Context: an optimization exercise on an open-source flow, tuned for small area, a short achievable clock period and few clock cycles per item. The choices shown serve that exercise and are no tape-out recipe.

==> 06-06: inputs <==
## magnetometer_heading_unpack
module magnetometer_heading_unpack
(
    input  wire logic              clk,
    input  wire logic              rst_n,
    input  wire logic              in_valid,
    output logic                   in_ready,
    input  wire logic [7:0]        x_high_byte,
    input  wire logic [7:0]        x_low_byte,
    input  wire logic [7:0]        y_high_byte,
    input  wire logic [7:0]        y_low_byte,
    input  wire logic [7:0]        z_high_byte,
    input  wire logic [7:0]        z_low_byte,
    output logic                   out_valid,
    input  wire logic              out_ready,
    output logic signed [15:0]     mag_x,
    output logic signed [15:0]     mag_y,
    output logic signed [15:0]     mag_z,
    output logic [16:0]            heading
);
clock: 6.0 ns
lec_check: 0
cap_margin: 20
core_margin: 2
core_utilization: 40
setup_slack_margin: 2.5
slew_margin: 20
run.sh (not shown) runs the stock make flow with config.mk's settings and CLKGATE_MAP_FILE= SYNTH_SCRIPT=/design/flow/synth_recipe.tcl, a recipe that flattens the netlist after the stock synthesis.
==> 04-05 (differences from 06-06) <==
--- a/flow/design.v
+++ b/flow/design.v
@@ -381,36 +381,18 @@
     logic signed [12:0] c14y_14;
     mhu_cordic_stage #(.STEP(13), .WXI(25), .WYI(14), .WYO(13), .KE(1), .SELY(1)) u_rot13 (
         .x_in(c14x_13), .y_in(c14y_13), .d(d_13), .x_out(c14x_14), .y_out(c14y_14));
     logic [24:0] r14_x;
     logic signed [12:0] r14_y;
     logic [15:0] r14_mx, r14_my, r14_mz;
-    logic [13:0] r14_d;
-    always_ff @(posedge clk)
-        if (go) begin
-            r14_x <= c14x_14[24:0];
-            r14_y <= c14y_14[12:0];
-            r14_mx <= r13_mx; r14_my <= r13_my; r14_mz <= r13_mz;
-            r14_d <= {d_13, r13_d};
-        end
-    wire [24:0] c15x_14 = r14_x;
-    wire signed [12:0] c15y_14 = r14_y;
-    logic d_14;
-    logic [24:0] c15x_15;
-    logic signed [11:0] c15y_15;
-    mhu_cordic_stage #(.STEP(14), .WXI(25), .WYI(13), .WYO(12), .KE(1), .SELY(1)) u_rot14 (
-        .x_in(c15x_14), .y_in(c15y_14), .d(d_14), .x_out(c15x_15), .y_out(c15y_15));
-    logic signed [11:0] r15_y;
-    logic [15:0] r15_mx, r15_my, r15_mz;
-    logic [14:14] r15_d;
-    logic signed [25:0] r15_tp;    
-    logic [25:8] r15_tq;           
+    logic d13_r14;
+    logic signed [25:0] r14_tp;    
     logic signed [25:0] tp;
     logic signed [25:0] tpg0;
     always_comb
-        case ({r14_d[2], r14_d[1], r14_d[0], r14_mx[15]})
+        case ({r13_d[2], r13_d[1], r13_d[0], r13_mx[15]})
             4'd0: tpg0 = -26'sd6545688;
             4'd1: tpg0 = 26'sd5250792;
             4'd2: tpg0 = -26'sd647448;
             4'd3: tpg0 = 26'sd11149032;
             4'd4: tpg0 = -26'sd3063754;
             4'd5: tpg0 = 26'sd8732726;
@@ -424,13 +406,13 @@
             4'd13: tpg0 = 26'sd10572484;
             4'd14: tpg0 = 26'sd4674244;
             default: tpg0 = 26'sd16470724;
         endcase
     logic signed [25:0] tpg1;
     always_comb
-        case ({r14_d[6], r14_d[5], r14_d[4], r14_d[3]})
+        case ({r13_d[6], r13_d[5], r13_d[4], r13_d[3]})
             4'd0: tpg1 = 26'sd0;
             4'd1: tpg1 = 26'sd933890;
             4'd2: tpg1 = 26'sd468758;
             4'd3: tpg1 = 26'sd1402648;
             4'd4: tpg1 = 26'sd234608;
             4'd5: tpg1 = 26'sd1168498;
@@ -444,13 +426,13 @@
             4'd13: tpg1 = 26'sd1285830;
             4'd14: tpg1 = 26'sd820698;
             default: tpg1 = 26'sd1754588;
         endcase
     logic signed [25:0] tpg2;
     always_comb
-        case ({r14_d[10], r14_d[9], r14_d[8], r14_d[7]})
+        case ({r13_d[10], r13_d[9], r13_d[8], r13_d[7]})
             4'd0: tpg2 = 26'sd0;
             4'd1: tpg2 = 26'sd58670;
             4'd2: tpg2 = 26'sd29336;
             4'd3: tpg2 = 26'sd88006;
             4'd4: tpg2 = 26'sd14668;
             4'd5: tpg2 = 26'sd73338;
@@ -464,52 +446,69 @@
             4'd13: tpg2 = 26'sd80672;
             4'd14: tpg2 = 26'sd51338;
             default: tpg2 = 26'sd110008;
         endcase
     logic signed [25:0] tpg3;
     always_comb
-        case ({r14_d[13], r14_d[12], r14_d[11]})
-            3'd0: tpg3 = 26'sd0;
-            3'd1: tpg3 = 26'sd3666;
-            3'd2: tpg3 = 26'sd1834;
-            3'd3: tpg3 = 26'sd5500;
-            3'd4: tpg3 = 26'sd916;
-            3'd5: tpg3 = 26'sd4582;
-            3'd6: tpg3 = 26'sd2750;
-            default: tpg3 = 26'sd6416;
+        case ({r13_d[12], r13_d[11]})
+            2'd0: tpg3 = 26'sd0;
+            2'd1: tpg3 = 26'sd3666;
+            2'd2: tpg3 = 26'sd1834;
+            default: tpg3 = 26'sd5500;
         endcase
     assign tp = tpg0 + tpg1 + tpg2 + tpg3;
     always_ff @(posedge clk)
         if (go) begin
+            r14_x <= c14x_14[24:0];
+            r14_y <= c14y_14[12:0];
+            r14_mx <= r13_mx; r14_my <= r13_my; r14_mz <= r13_mz;
+            d13_r14 <= d_13;
+            r14_tp <= tp;
+        end
+    wire [24:0] c15x_14 = r14_x;
+    wire signed [12:0] c15y_14 = r14_y;
+    logic d_14;
+    logic [24:0] c15x_15;
+    logic signed [11:0] c15y_15;
+    mhu_cordic_stage #(.STEP(14), .WXI(25), .WYI(13), .WYO(12), .KE(1), .SELY(1)) u_rot14 (
+        .x_in(c15x_14), .y_in(c15y_14), .d(d_14), .x_out(c15x_15), .y_out(c15y_15));
+    logic signed [11:0] r15_y;
+    logic [15:0] r15_mx, r15_my, r15_mz;
+    logic signed [25:0] r15_tb;    
+    logic signed [25:0] tb;
+    logic [10:0] tc;
+    always_comb begin
+        case ({d_14, d13_r14})
+            2'd0: tc = 11'd0;
+            2'd1: tc = 11'd916;
+            2'd2: tc = 11'd458;
+            default: tc = 11'd1374;
+        endcase
+        tb = r14_tp + 26'(tc);
+    end
+    always_ff @(posedge clk)
+        if (go) begin
             r15_y <= c15y_15[11:0];
             r15_mx <= r14_mx; r15_my <= r14_my; r15_mz <= r14_mz;
-            r15_d <= {d_14};
-            r15_tp <= tp;
-            r15_tq <= tp[25:8] + 18'd92160;
+            r15_tb <= tb;
         end
-    logic d_15, zero;
-    assign d_15 = !r15_y[11] && (r15_y != '0);
-    assign zero = (r15_mx == '0) && (r15_my == '0);
-    logic signed [25:0] t_lo, rest;
-    logic [25:8] t_hi;
+    logic d_15, zero, up;
+    logic signed [17:0] t0, t1;
+    logic [17:0] f0, f1;
     logic [16:0] h_next;
-    logic signed [25:0] rg0;
-    always_comb
-        case ({d_15, r15_d[14]})
-            2'd0: rg0 = 26'sd0;
-            2'd1: rg0 = 26'sd458;
-            2'd2: rg0 = 26'sd230;
-            default: rg0 = 26'sd688;
-        endcase
-    assign rest = rg0;
     always_comb begin
-        t_lo = r15_tp + rest;
-        t_hi = r15_tq + rest[25:8] + 18'(({1'b0, r15_tp[7:0]} + {1'b0, rest[7:0]}) >> 8);
+        d_15 = !r15_y[11] && (r15_y != '0);
+        zero = (r15_mx == '0) && (r15_my == '0);
+        up   = d_15 && (r15_tb[7:0] >= 8'd26);
+        t0   = r15_tb[25:8];
+        t1   = t0 + 18'sd1;
+        f0   = t0[17] ? 18'(t0 + 18'sd92160) : 18'(t0);
+        f1   = t1[17] ? 18'(t1 + 18'sd92160) : 18'(t1);
         if (zero) h_next = '0;
-        else if (t_lo[25]) h_next = t_hi[24:8];
-        else h_next = t_lo[24:8];
+        else if (up) h_next = f1[16:0];
+        else h_next = f0[16:0];
     end
     logic [15:0] o_x, o_y, o_z;
     logic [16:0] o_h;
     always_ff @(posedge clk or negedge rst_n)
         if (!rst_n) begin
             v  <= '0;
==> 12-10 (differences from 06-06) <==
--- a/flow/design.v
+++ b/flow/design.v
@@ -381,36 +381,18 @@
     logic signed [12:0] c14y_14;
     mhu_cordic_stage #(.STEP(13), .WXI(25), .WYI(14), .WYO(13), .KE(1), .SELY(1)) u_rot13 (
         .x_in(c14x_13), .y_in(c14y_13), .d(d_13), .x_out(c14x_14), .y_out(c14y_14));
     logic [24:0] r14_x;
     logic signed [12:0] r14_y;
     logic [15:0] r14_mx, r14_my, r14_mz;
-    logic [13:0] r14_d;
-    always_ff @(posedge clk)
-        if (go) begin
-            r14_x <= c14x_14[24:0];
-            r14_y <= c14y_14[12:0];
-            r14_mx <= r13_mx; r14_my <= r13_my; r14_mz <= r13_mz;
-            r14_d <= {d_13, r13_d};
-        end
-    wire [24:0] c15x_14 = r14_x;
-    wire signed [12:0] c15y_14 = r14_y;
-    logic d_14;
-    logic [24:0] c15x_15;
-    logic signed [11:0] c15y_15;
-    mhu_cordic_stage #(.STEP(14), .WXI(25), .WYI(13), .WYO(12), .KE(1), .SELY(1)) u_rot14 (
-        .x_in(c15x_14), .y_in(c15y_14), .d(d_14), .x_out(c15x_15), .y_out(c15y_15));
-    logic signed [11:0] r15_y;
-    logic [15:0] r15_mx, r15_my, r15_mz;
-    logic [14:14] r15_d;
-    logic signed [25:0] r15_tp;    
-    logic [25:8] r15_tq;           
+    logic d13_r14;
+    logic signed [25:0] r14_tp;    
     logic signed [25:0] tp;
     logic signed [25:0] tpg0;
     always_comb
-        case ({r14_d[2], r14_d[1], r14_d[0], r14_mx[15]})
+        case ({r13_d[2], r13_d[1], r13_d[0], r13_mx[15]})
             4'd0: tpg0 = -26'sd6545688;
             4'd1: tpg0 = 26'sd5250792;
             4'd2: tpg0 = -26'sd647448;
             4'd3: tpg0 = 26'sd11149032;
             4'd4: tpg0 = -26'sd3063754;
             4'd5: tpg0 = 26'sd8732726;
@@ -424,13 +406,13 @@
             4'd13: tpg0 = 26'sd10572484;
             4'd14: tpg0 = 26'sd4674244;
             default: tpg0 = 26'sd16470724;
         endcase
     logic signed [25:0] tpg1;
     always_comb
-        case ({r14_d[6], r14_d[5], r14_d[4], r14_d[3]})
+        case ({r13_d[6], r13_d[5], r13_d[4], r13_d[3]})
             4'd0: tpg1 = 26'sd0;
             4'd1: tpg1 = 26'sd933890;
             4'd2: tpg1 = 26'sd468758;
             4'd3: tpg1 = 26'sd1402648;
             4'd4: tpg1 = 26'sd234608;
             4'd5: tpg1 = 26'sd1168498;
@@ -444,13 +426,13 @@
             4'd13: tpg1 = 26'sd1285830;
             4'd14: tpg1 = 26'sd820698;
             default: tpg1 = 26'sd1754588;
         endcase
     logic signed [25:0] tpg2;
     always_comb
-        case ({r14_d[10], r14_d[9], r14_d[8], r14_d[7]})
+        case ({r13_d[10], r13_d[9], r13_d[8], r13_d[7]})
             4'd0: tpg2 = 26'sd0;
             4'd1: tpg2 = 26'sd58670;
             4'd2: tpg2 = 26'sd29336;
             4'd3: tpg2 = 26'sd88006;
             4'd4: tpg2 = 26'sd14668;
             4'd5: tpg2 = 26'sd73338;
@@ -464,52 +446,69 @@
             4'd13: tpg2 = 26'sd80672;
             4'd14: tpg2 = 26'sd51338;
             default: tpg2 = 26'sd110008;
         endcase
     logic signed [25:0] tpg3;
     always_comb
-        case ({r14_d[13], r14_d[12], r14_d[11]})
-            3'd0: tpg3 = 26'sd0;
-            3'd1: tpg3 = 26'sd3666;
-            3'd2: tpg3 = 26'sd1834;
-            3'd3: tpg3 = 26'sd5500;
-            3'd4: tpg3 = 26'sd916;
-            3'd5: tpg3 = 26'sd4582;
-            3'd6: tpg3 = 26'sd2750;
-            default: tpg3 = 26'sd6416;
+        case ({r13_d[12], r13_d[11]})
+            2'd0: tpg3 = 26'sd0;
+            2'd1: tpg3 = 26'sd3666;
+            2'd2: tpg3 = 26'sd1834;
+            default: tpg3 = 26'sd5500;
         endcase
     assign tp = tpg0 + tpg1 + tpg2 + tpg3;
     always_ff @(posedge clk)
         if (go) begin
+            r14_x <= c14x_14[24:0];
+            r14_y <= c14y_14[12:0];
+            r14_mx <= r13_mx; r14_my <= r13_my; r14_mz <= r13_mz;
+            d13_r14 <= d_13;
+            r14_tp <= tp;
+        end
+    wire [24:0] c15x_14 = r14_x;
+    wire signed [12:0] c15y_14 = r14_y;
+    logic d_14;
+    logic [24:0] c15x_15;
+    logic signed [11:0] c15y_15;
+    mhu_cordic_stage #(.STEP(14), .WXI(25), .WYI(13), .WYO(12), .KE(1), .SELY(1)) u_rot14 (
+        .x_in(c15x_14), .y_in(c15y_14), .d(d_14), .x_out(c15x_15), .y_out(c15y_15));
+    logic signed [11:0] r15_y;
+    logic [15:0] r15_mx, r15_my, r15_mz;
+    logic signed [25:0] r15_tb;    
+    logic signed [25:0] tb;
+    logic [10:0] tc;
+    always_comb begin
+        case ({d_14, d13_r14})
+            2'd0: tc = 11'd0;
+            2'd1: tc = 11'd916;
+            2'd2: tc = 11'd458;
+            default: tc = 11'd1374;
+        endcase
+        tb = r14_tp + 26'(tc);
+    end
+    always_ff @(posedge clk)
+        if (go) begin
             r15_y <= c15y_15[11:0];
             r15_mx <= r14_mx; r15_my <= r14_my; r15_mz <= r14_mz;
-            r15_d <= {d_14};
-            r15_tp <= tp;
-            r15_tq <= tp[25:8] + 18'd92160;
+            r15_tb <= tb;
         end
-    logic d_15, zero;
-    assign d_15 = !r15_y[11] && (r15_y != '0);
-    assign zero = (r15_mx == '0) && (r15_my == '0);
-    logic signed [25:0] t_lo, rest;
-    logic [25:8] t_hi;
+    logic d_15, zero, up;
+    logic signed [17:0] t0, t1;
+    logic [17:0] f0, f1;
     logic [16:0] h_next;
-    logic signed [25:0] rg0;
-    always_comb
-        case ({d_15, r15_d[14]})
-            2'd0: rg0 = 26'sd0;
-            2'd1: rg0 = 26'sd458;
-            2'd2: rg0 = 26'sd230;
-            default: rg0 = 26'sd688;
-        endcase
-    assign rest = rg0;
     always_comb begin
-        t_lo = r15_tp + rest;
-        t_hi = r15_tq + rest[25:8] + 18'(({1'b0, r15_tp[7:0]} + {1'b0, rest[7:0]}) >> 8);
+        d_15 = !r15_y[11] && (r15_y != '0);
+        zero = (r15_mx == '0) && (r15_my == '0);
+        up   = d_15 && (r15_tb[7:0] >= 8'd26);
+        t0   = r15_tb[25:8];
+        t1   = t0 + 18'sd1;
+        f0   = t0[17] ? 18'(t0 + 18'sd92160) : 18'(t0);
+        f1   = t1[17] ? 18'(t1 + 18'sd92160) : 18'(t1);
         if (zero) h_next = '0;
-        else if (t_lo[25]) h_next = t_hi[24:8];
-        else h_next = t_lo[24:8];
+        else if (up) h_next = f1[16:0];
+        else h_next = f0[16:0];
     end
     logic [15:0] o_x, o_y, o_z;
     logic [16:0] o_h;
     always_ff @(posedge clk or negedge rst_n)
         if (!rst_n) begin
             v  <= '0;
SETUP_SLACK_MARGIN = 3.0   (was 2.5)
==> comparison <==
- 12-10 completed with no timing, DRC or antenna violations. 06-06 finished clean. 04-05 completed without violations.
- Final area is about the same in 04-05 and 06-06.
- Final cell count: 06-06 < 04-05 < 12-10.
- In 06-06 the area after synthesis is lower than in 04-05, by 0.38%.
- In global-route usage, 04-05 and 06-06 hardly differ.
- Die area is the same in 12-10 and 04-05.
- Via count, lowest first: 06-06, 04-05, 12-10.
==> figures <==
| quantity | 06-06 | 04-05 | 12-10 |
|---|---|---|---|
| Gate Count Post-Synth | 6,157 | 6,188 | 6,188 |
| Complex-gate fraction of the synthesized area | 7.92% | 7.99% | 7.99% |
| Kind of launch point of the worst setup path | register | input port | input port |
| Worst setup slack for register-to-register paths | 1960 ps | 1970 ps | 1980 ps |
| Post-synthesis share of cell area spent on xor and xnor gates | 6.93% | 7.03% | 7.03% |
| Cell type of the slowest stage on the worst timing path | sky130_fd_sc_hd__fa_1 | sky130_fd_sc_hd__or4_4 | sky130_fd_sc_hd__or4_4 |
| #MultiIn Comb | 3,863 | 3,872 | 3,874 |
| Net Count, Synth | 7,081 | 7,117 | 7,117 |
| Routability congestion estimate from global placement | 0.892 | 0.869 | 0.869 |
| Met1 wire length | 69,300 µm | 65,600 µm | 67,800 µm |
| Diode count | 1 | 2 | 2 |
| Quantity of gates resized following cts | 331 | 258 | 723 |
| Min Tclk post-route | 4040 ps | 4070 ps | 4020 ps |
| Final WS setup | 1960 ps | 1930 ps | 1980 ps |
| M2 GR Usage | 27.1% | 27.4% | 28.6% |
| Result of the run | timing/DRC/antenna clean | timing/DRC/antenna clean | timing/DRC/antenna clean |
No run of this note included a check of the RTL's function; only the layout flow was run.

[static timing again, ports no longer ideal]
The results above use ideal ports. As a check the final layouts listed here were re-extracted and re-timed, cells and wires unchanged. Step 1: set_driving_cell puts a clkbuf_16 on clk and a buf_2 on each other input, an assumption about the parent block. Step 2 moves the port delays by t, midway between the first and last clock arrival at a register: inputs arrive t later, outputs are due t later. That takes back most of the time a late clock gives input paths. Slacks: no drivers / after step 1 / after step 2; pairs: no drivers / after step 1.
run | shift t [ns] | setup WS [ns] | hold WS [ns] | latest minus earliest clock arrival (ns)
06-06 | 0.889 | 1.962 / 1.962 / 1.178 | 0.390 / 0.390 / 0.390 | 0.071 / 0.071
04-05 | 0.881 | 1.929 / 1.973 / 1.095 | 0.399 / 0.399 / 0.399 | 0.101 / 0.102
12-10 | 0.881 | 1.980 / 1.981 / 1.145 | 0.398 / 0.398 / 0.398 | 0.103 / 0.103
After both steps every run listed still meets setup and hold. The setup slack of 12-10, which loses most, moves by +0.001 ns with the drivers and by -0.835 ns with both steps.
